Background: an optimization exercise with open tools, aiming at small area, a short achievable clock period and few clock cycles. Do not read the settings as production practice.
Function was checked by simulation only, so behaviour that the tests miss may differ from the original.
Power is estimated from default activity; no workload was simulated.

// mul16_top
module mul16_top (
  input  logic        clk,
  input  logic        rst,
  input  logic        wb_cyc,
  input  logic        wb_stb,
  input  logic        wb_we,
  input  logic [1:0]  wb_adr,
  input  logic [31:0] wb_dat_w,
  output logic [31:0] wb_dat_r,
  output logic        wb_ack
);
Size: roughly 97 flip-flops, roughly 72 I/O pins, roughly 5800 µm² of cells after synthesis.
export LEC_CHECK = 0
export CAP_MARGIN = 20
export CORE_MARGIN = 2
export CORE_UTILIZATION = 40
export SETUP_SLACK_MARGIN = 3.4
export SLEW_MARGIN = 20
create_clock -name core_clock -period 6.5 [get_ports {clk}]
standard.sh (not shown) runs the stock make flow with config.mk's settings and CLKGATE_MAP_FILE= SYNTH_SCRIPT=/design/flow/synth_recipe.tcl, a recipe that flattens the netlist after the stock synthesis.
==> flow/flow/run.sh <==
#!/bin/bash
# The standard layout (standard.sh) with two changes:
#  - ports are buffered with sky130_fd_sc_hd__buf_1 instead of the delay
#    buffer that buffer_ports picks by default;
#  - CTS uses small clock buffers and no dummy loads (the tree feeds ~80 flops).
# All tool output goes to standard_flow.log (and ORFS's own logs under orfs/).
set -euo pipefail
export BUFFER_PORTS_ARGS="-buffer_cell sky130_fd_sc_hd__buf_1"
export CTS_ARGS="-sink_clustering_enable -repair_clock_nets -dont_use_dummy_load -buf_list {sky130_fd_sc_hd__clkbuf_4 sky130_fd_sc_hd__clkbuf_8} -root_buf sky130_fd_sc_hd__clkbuf_8"
bash standard.sh "BUFFER_PORTS_ARGS=$BUFFER_PORTS_ARGS" "CTS_ARGS=$CTS_ARGS" finish > standard_flow.log 2>&1
Testbench counts at the start, summed over its fixed seeds: cycles 25,600.
Then changed:
CORE_UTILIZATION = 50   (was 40)
TNS_END_PERCENT = 20   (was not set)
Effect: Register-to-register slack stays flat; power stays flat; maximum frequency is higher by 0.42%; cell area is lower by 1.1%; synthesized cell count stays the same; global-route usage is higher by 5.1 points; first-iteration DRC count is higher by 8.7%.
Then changed:
CORE_UTILIZATION = 40   (was 50)
PLACE_DENSITY = 0.75   (was not set)
Outcome: Wire length is lower slightly. Total power hardly moves. Clock power stays flat. Core utilization is lower by 12 points. Cell area is about the same. Setup slack is better by 15 ps. Cell count is higher by a few percent. Clock-buffer cell count stays the same. Sequential power is about the same. Die area is higher by a quarter to a third. Clock skew is lower by 7.0 ps.
Then changed:
CORE_UTILIZATION = 60   (was 40)
PLACE_DENSITY = not set   (was 0.75)
SETUP_SLACK_MARGIN = 2.0   (was 3.4)
TNS_END_PERCENT = not set   (was 20)
After rerunning: The new run went through all stages and came out clean; setup slack loses 310 ps; routed wire length shrinks by 6.8%; die area came out lower by 32%; first-iteration DRC count fell by 31%; power fell by 2.4%; area after synthesis does not change; core utilization increases by 20 points; combinational power falls by 8.6%; global-route usage rises by 7.5 points; hold slack improved by 16 ps.

red:
mul16_top again, from the RTL that the note above started with.
export LEC_CHECK = 0
export CAP_MARGIN = 20
export CORE_MARGIN = 2
export CORE_UTILIZATION = 40
export SETUP_SLACK_MARGIN = 3.6
export SLEW_MARGIN = 20
export TNS_END_PERCENT = 20
create_clock -name core_clock -period 6.5 [get_ports {clk}]
Scripts as last shown in full above: flow/flow/run.sh
Testbench counts of red, summed over its fixed seeds: cycles 25,600.
> inputs changed (red -> blue)
Settings: TNS_END_PERCENT now 5, was 20; SETUP_SLACK_MARGIN now 3.8, was 3.6.
==> notes.md <==
- blue finished all stages; the layout is clean.
- blue: flip-flop and latch share of the layout cell area 0.38 points above red
- Summary of blue over red: number of detailed-routing iterations run before antenna repair dropped 1, wire length per cell after detailed routing decreased by about 3.3% relative to the old numbers, part of the power in the clock network stayed essentially flat.
- Compared with red, blue shows non-clock buffer instance count of the final layout that has gone down by a few percent.
- On cell count, red and blue are basically level.
- blue: share of power burned in combinational logic is 1.0 points lower than what red reported.
- The net count reported at finish was comparable across red and blue.
- blue vs red — first-pass GRT wire length dropped 5.2%.
Changes in green relative to blue:
Settings: changing SETUP_SLACK_MARGIN from 3.8 to 3.6.
==> notes.md <==
NOTE: worst clock skew in green falls short of that of blue
Lower combinational group share of total power goes to green over blue.
In terms of clock network power, blue and green differ only marginally.
Worst hold slack: blue vs green — no meaningful difference
Delta(net switching power, green - blue) < 0
Pin slew with the least headroom to its limit in green vs blue: up 0.050 ns
Looking at green and blue, the part of the cycle the worst path needs is a wash.
Per the comparison of green with blue, sequential share of layout area picked up an extra 0.88 points; number of buffers and inverters on the critical path lost 2.

== run 1 ==
mul16_top again, from the RTL that the note above started with.
clock: 6.5 ns
lec_check: 0
cap_margin: 20
core_margin: 2
core_utilization: 40
setup_slack_margin: 3.7
slew_margin: 20
tns_end_percent: 5
Scripts as last shown in full above: flow/flow/run.sh
Testbench counts of run 1, summed over its fixed seeds: cycles 25,600.
Here is what was changed in the inputs of run 2 compared with run 1.
Settings: clearing TNS_END_PERCENT, which used to be 5; swapping 3.7 for 2.0 in SETUP_SLACK_MARGIN.
==> flow/flow/run.sh <==
#!/bin/bash
# The standard layout (standard.sh) with these changes:
#  - ports are buffered with sky130_fd_sc_hd__buf_1 instead of the delay
#    buffer that buffer_ports picks by default;
#  - CTS uses small clock buffers, larger sink clusters and no dummy loads
#    (the tree feeds ~100 flops);
#  - after global routing, gates off the critical paths are downsized
#    (RECOVER_POWER), which also trims cell area.
# All tool output goes to standard_flow.log (and ORFS's own logs under orfs/).
set -euo pipefail
export BUFFER_PORTS_ARGS="-buffer_cell sky130_fd_sc_hd__buf_1"
export CTS_ARGS="-sink_clustering_enable -repair_clock_nets -dont_use_dummy_load -sink_clustering_size 25 -sink_clustering_max_diameter 60 -buf_list {sky130_fd_sc_hd__clkbuf_4 sky130_fd_sc_hd__clkbuf_8} -root_buf sky130_fd_sc_hd__clkbuf_8"
export RECOVER_POWER=100
bash standard.sh "BUFFER_PORTS_ARGS=$BUFFER_PORTS_ARGS" "CTS_ARGS=$CTS_ARGS" "RECOVER_POWER=$RECOVER_POWER" finish > standard_flow.log 2>&1
## What came out
Status run 2: flow complete, layout not clean - max-capacitance violations, max-slew violations
Re period utilization: run 1 and run 2 aren't equal, and the higher value belongs to run 2.
When the final numbers for run 1 and run 2 were put side by side, the first-iteration DRC count turned out to be greater in run 2.
The run showing the greater routed wire length is run 2.
Total power: run 2 below run 1
First-pass GRT wire length deteriorates in run 2 relative to run 1.
Number of setup buffers added after CTS (run 2 over run 1): decrease, 13
Side by side, met3 capacity usage during global routing turned out lower in run 2 than in run 1.
Changes observed in run 2 relative to run 1: minimum period implied by the final worst setup slack increased 0.74 ns; final weighted congestion in routability-driven placement increased 0.064; design area decreased 5.1%.
Changes in run 3 relative to run 2:
Settings: an added TNS_END_PERCENT of 20; a change of SETUP_SLACK_MARGIN from 2.0 to 3.4.
==> flow/flow/run.sh <==
#!/bin/bash
# The standard layout (standard.sh) with two changes:
#  - ports are buffered with sky130_fd_sc_hd__buf_1 instead of the delay
#    buffer that buffer_ports picks by default;
#  - CTS uses small clock buffers and no dummy loads (the tree feeds ~80 flops).
# All tool output goes to standard_flow.log (and ORFS's own logs under orfs/).
set -euo pipefail
export BUFFER_PORTS_ARGS="-buffer_cell sky130_fd_sc_hd__buf_1"
export CTS_ARGS="-sink_clustering_enable -repair_clock_nets -dont_use_dummy_load -buf_list {sky130_fd_sc_hd__clkbuf_4 sky130_fd_sc_hd__clkbuf_8} -root_buf sky130_fd_sc_hd__clkbuf_8"
bash standard.sh "BUFFER_PORTS_ARGS=$BUFFER_PORTS_ARGS" "CTS_ARGS=$CTS_ARGS" finish > standard_flow.log 2>&1
Findings:
Run 3 completed end to end with timing, DRC and antenna clean. Completing all stages was not enough for run 2: its layout failed the final checks because of max-capacitance violations, max-slew violations. On run 3: last weighted congestion value of the routability-driven placer is 0.83% lower than what run 2 gave. Compared with run 2, in run 3 wire length of the first global-routing pass grew by 1.7%, number of iterations in the first detailed-routing pass increased by 2 relative to the old numbers, depth of the critical timing path with buffers and inverters included went up. Going from run 2 to run 3, register-to-register path setup slack went up 0.48 ns; combinational fraction of design power went up 1.5 points; clock power has decreased. Looking at count of non-CTS buffers in the layout across run 2 and run 3, the one that comes out higher is run 3. Compared with run 2, power per cell area in run 3 decreased by a few percent. Total non-filler cell area in the finished layout deteriorates in run 3 relative to run 2. The power consumed by sequential cells of run 2 and that of run 3 are within noise of each other.
#### Input delta (run 4 over run 3)
Settings: a change of SETUP_SLACK_MARGIN from 3.4 to 3.0; a deleted TNS_END_PERCENT that had been 20.
### Flow results
Taking run 3 as the reference, in run 4 relative contribution of combinational cells to total power shrank by 1.2 points; register-to-register slack shrank by 0.18 ns.
Remaining antenna violation count after routing: run 4 vs run 3 identical
Delta (run 4 minus run 3): non-clock buffer count went down 23%; total power went down.
Diff run 3 and run 4: count of cells resized by post-cts repair lower in run 4
| share of the clock period used by the worst path after layout | higher: run 4 |
Of run 3 and run 4, run 4 shows the lower worst setup slack, with run 3 above it.
### run 4 -> run 5
Settings: SETUP_SLACK_MARGIN: 3.0 -> 3.6; CELL_PAD_IN_SITES_DETAIL_PLACEMENT: unset -> 1; TNS_END_PERCENT: unset -> 5.
==> notes.md <==
Logic depth of the worst path, buffers included: higher on run 5
Area overhead of the layout relative to synthesis: run 5 higher than run 4
acc_q[23] as the endpoint of the worst setup timing path was reported by run 5, and acc_q[31] by run 4.
[compare] base=run 4 new=run 5: residual overflow from global routing level; met2 track demand over resource in global routing went up; final area now larger.
In run 5 relative to run 4, met3 wirelength from detailed routing had gone up by a few percent.
Lower minimum clock period after layout among run 5 and run 4: run 5
Looking only at worst hold path depth, and setting everything else aside, the lower value of run 5 and run 4 goes to run 4.
| worst hold slack across all endpoints | higher: run 5 |

mul16_top again, from the RTL that the note above started with.
export LEC_CHECK = 0
export CAP_MARGIN = 20
export CORE_MARGIN = 2
export CORE_UTILIZATION = 40
export SETUP_SLACK_MARGIN = 3.8
export SLEW_MARGIN = 20
export TNS_END_PERCENT = 10
create_clock -name core_clock -period 6.5 [get_ports {clk}]
==> flow/flow/run.sh <==
#!/bin/bash
# The standard layout (standard.sh) with two changes:
#  - ports are buffered with sky130_fd_sc_hd__buf_1 instead of the delay
#    buffer that buffer_ports picks by default;
#  - CTS uses small clock buffers and no dummy loads (the tree feeds ~80 flops).
# All tool output goes to standard_flow.log (and ORFS's own logs under orfs/).
set -euo pipefail
export BUFFER_PORTS_ARGS="-buffer_cell sky130_fd_sc_hd__buf_1"
export CTS_ARGS="-sink_clustering_enable -repair_clock_nets -dont_use_dummy_load -buf_list {sky130_fd_sc_hd__clkbuf_4 sky130_fd_sc_hd__clkbuf_8} -root_buf sky130_fd_sc_hd__clkbuf_8"
bash standard.sh "BUFFER_PORTS_ARGS=$BUFFER_PORTS_ARGS" "CTS_ARGS=$CTS_ARGS" finish > standard_flow.log 2>&1
The baseline ran to the end with no violations.
Testbench counts at the start, summed over its fixed seeds: cycles 25,600.
Next try:
GPL_TIMING_DRIVEN = 1   (was default)
SETUP_SLACK_MARGIN = 2.0   (was 3.8)
TNS_END_PERCENT = default   (was 10)
Utilization went down by 1.9 points; global-route usage is about the same; wire length drops by about 0.6%; maximum frequency falls by 5.1%; via count decreases by 1.3%; setup slack got worse by 0.17 ns; cell area came out lower by 4.2%; clock-buffer cell count does not change; non-clock buffer count is lower by 12; clock skew came out lower by 0.0088 ns.
Next try:
GPL_TIMING_DRIVEN = default   (was 1)
SETUP_SLACK_MARGIN = 3.4   (was 2.0)
TNS_END_PERCENT = 5   (was default)
Outcome: Routed wire length fell by about 1.6%; via count grows by about 1.2%; final area goes up by about 1.7%; final cell count climbs by about 1.7%; die area is unchanged; maximum frequency goes up by 5.5%; setup slack gets better by 0.17 ns; power shrinks by about 0.3%.
Next try:
SETUP_SLACK_MARGIN = 2.0   (was 3.4)
TNS_END_PERCENT = default   (was 5)
What happened: The changed run completed without violations. Sequential share of layout area climbs by 0.59 points. First-iteration DRC count climbs by a quarter to a third. Power climbs slightly. Fmax drops by a few percent. Global-route usage hardly moves. Count of clock-buffer cells in the layout stays the same. Non-clock buffer count drops by 13. Core utilization drops by 0.76 points. Hold slack improved by 0.0088 ns. Routed wire length climbs slightly.

separate check: timing with driven ports:
The results above use ideal ports. As a check the final layouts listed here were re-extracted and re-timed, cells and wires unchanged. Step 1 (the two cells are an assumption about what drives the block):
set clk [get_ports {clk}]
set_driving_cell -lib_cell sky130_fd_sc_hd__clkbuf_16 $clk
set_driving_cell -lib_cell sky130_fd_sc_hd__buf_2 [delete_from_list [all_inputs] $clk]
Step 2 times the ports against the registers' clock, not the clock port: input delays grow and output delays shrink by t, the midpoint of the rising clock arrivals with the driver on. a / b / c = no drivers / after step 1 / after step 2; a / b = the first two.
run	shift t [ns]	setup slack, ns	hold WS [ns]	worst setup path after step 2	cell pins on the clock port's net
the first run of note 1	0.402	3.320 / 3.320 / 3.060	0.449 / 0.449 / 0.449	input to register	1
the second run of note 1	0.391	3.333 / 3.333 / 3.034	0.446 / 0.446 / 0.446	input to register	1
the third run of note 1	0.408	3.348 / 3.348 / 3.003	0.443 / 0.443 / 0.443	input to register	1
the fourth run of note 1	0.393	3.043 / 3.043 / 2.830	0.459 / 0.459 / 0.459	input to register	1
red	0.415	3.349 / 3.349 / 3.103	0.457 / 0.457 / 0.457	input to register	1
blue	0.405	3.338 / 3.338 / 3.124	0.458 / 0.458 / 0.458	input to register	1
green	0.399	3.339 / 3.339 / 3.072	0.460 / 0.460 / 0.460	input to register	1
run 1	0.405	3.341 / 3.341 / 3.123	0.458 / 0.458 / 0.458	input to register	1
run 2	0.398	2.600 / 2.566 / 2.898	0.462 / 0.462 / 0.462	register to register	1
run 3	0.399	3.384 / 3.384 / 3.066	0.455 / 0.455 / 0.455	input to register	1
run 4	0.398	3.207 / 3.207 / 3.066	0.453 / 0.453 / 0.453	input to register	1
run 5	0.406	3.218 / 3.218 / 3.078	0.460 / 0.460 / 0.460	input to register	1
the first run of note 4	0.406	3.318 / 3.318 / 3.075	0.465 / 0.465 / 0.465	input to register	1
the second run of note 4	0.397	3.145 / 3.145 / 2.983	0.462 / 0.462 / 0.462	input to register	1
the third run of note 4	0.398	3.320 / 3.320 / 3.042	0.453 / 0.453 / 0.453	input to register	1
the fourth run of note 4	0.397	3.145 / 3.145 / 2.983	0.462 / 0.462 / 0.462	input to register	1
The setup slack of the third run of note 1, which loses most, moves by 0.000 ns with the drivers and by -0.345 ns with both steps.
